Background: an optimization exercise with open tools, aiming at small area, a short achievable clock period and few clock cycles per item. Do not read the settings as production practice. Only simulation tests tie the RTL to the original design; equivalence was not proved. Power is estimated from default activity; no workload was simulated.

Setup of rev 12:
==> flow/design.v (excerpt) <==
module scaled_residual_add (
    input  logic        i_clk,
    input  logic        i_rst_n,
    input  logic        i_valid,
    output logic        o_stall,
    input  logic [31:0] i_addend_bits,
    input  logic [31:0] i_scaled_bits,
    input  logic        i_last_in,
    output logic        o_valid,
    input  logic        i_stall,
    output logic [31:0] o_sum_bits,
    output logic        o_last_out,
    input  logic        psel,
    input  logic        penable,
    input  logic        pwrite,
    input  logic [2:0]  paddr,
    input  logic [31:0] pwdata,
    output logic [31:0] prdata,
    output logic        pready
);
export LEC_CHECK = 0
export CAP_MARGIN = 20
export CORE_MARGIN = 2
export CORE_UTILIZATION = 60
export CTS_BUF_LIST = sky130_fd_sc_hd__clkbuf_8
export SETUP_SLACK_MARGIN = 5
export SLEW_MARGIN = 20
create_clock -name core_clock -period 9.5 [get_ports {i_clk}]
run.sh (not shown) runs the stock make flow with config.mk's settings and CLKGATE_MAP_FILE= SYNTH_SCRIPT=/design/flow/synth_recipe.tcl, a recipe that flattens the netlist after the stock synthesis.
Testbench counts of rev 12, summed over its fixed seeds: cycles 16,056, items 16,000.
diff inputs: rev 12 => rev 13
diff --git a/flow/design.v b/flow/design.v
--- a/flow/design.v
+++ b/flow/design.v
@@ -275,35 +275,32 @@
         n2_sts = r1_nz | (|(zq & tm));
         n2_up0 = prod[22] & (r1_nz | (|zq[21:12]) | prod[23]);
         n2_up1 = prod[23] & (r1_nz | (|zq[22:12]) | prod[24]);
         n2_x   = prod[47:23];
         n2_top = prod[47];
     end
     logic [24:0] r2_x;
     logic        r2_up0, r2_up1, r2_sts, r2_top, r2_sub;
     logic [4:0]  r2_kk;
-    logic [25:0] r2_lm;
     logic [23:0] r2_siga;
     logic [4:0]  r2_dsat;
     logic [7:0]  r2_ebig;
     logic        r2_dpos, r2_as, r2_ps, r2_bf16, r2_last, r2_pzero;
     logic        r2_anan, r2_ainf, r2_pnan, r2_pinf, r2_q253, r2_q254;
     always_ff @(posedge i_clk) begin
         if (en) begin
             r2_x     <= n2_x;
             r2_up0   <= n2_up0;
             r2_up1   <= n2_up1;
             r2_sts   <= n2_sts;
             r2_top   <= n2_top;
             r2_sub   <= r1_sub;
             r2_kk    <= r1_kk;
-            r2_lm    <= (r1_dsat >= 5'd29) ? '1 :
-                        (r1_dsat > 5'd3) ? ~(26'h3FF_FFFF << (r1_dsat - 5'd3)) : '0;
             r2_siga  <= r1_siga;
             r2_dpos  <= r1_dpos;
             r2_dsat  <= r1_dsat;
             r2_ebig  <= r1_ebig;
             r2_as    <= r1_as;
             r2_ps    <= r1_ps;
             r2_pzero <= r1_pzero;
             r2_anan  <= r1_anan;
             r2_ainf  <= r1_ainf;
@@ -348,19 +345,25 @@
         pinf      = r2_pinf || (r2_q254 && (w[25] || w[24])) || (r2_q253 && w[25]);
         n2b_snan  = r2_anan || r2_pnan || (r2_ainf && pinf && (r2_as != r2_ps));
         n2b_spec  = n2b_snan || r2_ainf || pinf;
         n2b_ssign = r2_ainf ? r2_as : r2_ps;
         bsig     = r2_dpos ? {2'b0, r2_siga} : w;
         ssig     = r2_dpos ? w : {2'b0, r2_siga};
         n2b_sbig = r2_dpos ? r2_as : r2_ps;
         n2b_ssml = r2_dpos ? r2_ps : r2_as;
         n2b_sub  = r2_as ^ r2_ps;
-        lm = r2_lm;
+        if (r2_dsat >= 5'd29) begin
+            lm = '1;
+        end else if (r2_dsat > 5'd3) begin
+            lm = ~(26'h3FF_FFFF << (r2_dsat - 5'd3));
+        end else begin
+            lm = '0;
+        end
         if (r2_pzero) begin
             stw = 1'b0;
         end else if (up) begin
             stw = (r2_dsat >= 5'd29) ? 1'b1 : !(&((r2_x | msk) | ~lm[24:0]));
         end else begin
             stw = |(r2_x & ~msk & lm[24:0]);
         end
         sta = |(r2_siga & lm[23:0]);
         stk = r2_dpos ? stw : sta;
[rev 13 vs rev 12] area of the core: lower in rev 13
Row register share of total power: rev 13 higher / rev 12 lower
Rev 13 reports a lower cell count of the worst reg-to-reg path than rev 12 does.
Diff rev 12 -> rev 13 | wire length | up slightly
Average detailed-routed wire length per instance for rev 13: 0.68 µm up relative to rev 12
Count of multi-input gates went down slightly going from rev 12 to rev 13.
Testbench counts of rev 13, summed over its fixed seeds: cycles 16,056, items 16,000.

[port drivers added, routing unchanged]
In the flow no input, the clock included, has a driving cell. The finished layouts below were timed again as built, in two steps.
Step 1 sets driving cells, clkbuf_16 on the clock port and buf_2 on the other inputs (assumed; they add their load-dependent delay and slew).
Step 2 adds t to the input delays and takes it off the output delays; t is the mean of the earliest and latest rising clock arrival at the registers after step 1. Input paths then give back, and output paths get back, about the clock's delay inside the block.
a / b / c = ideal ports / drivers / drivers and shift; a / b = the first two.
run | t, ns | setup slack, ns | slew at the worst register clock pin (ns) | pins driven straight from the clock port
rev 12 | 0.780 | 5.014 / 4.976 / 4.333 | 0.08 / 0.08 | 1
rev 13 | 0.794 | 4.965 / 4.965 / 4.352 | 0.07 / 0.07 | 1
After both steps setup and hold are still met in every run listed. The setup slack of rev 12, which loses most, moves by -0.038 ns with the drivers and by -0.681 ns with both steps.
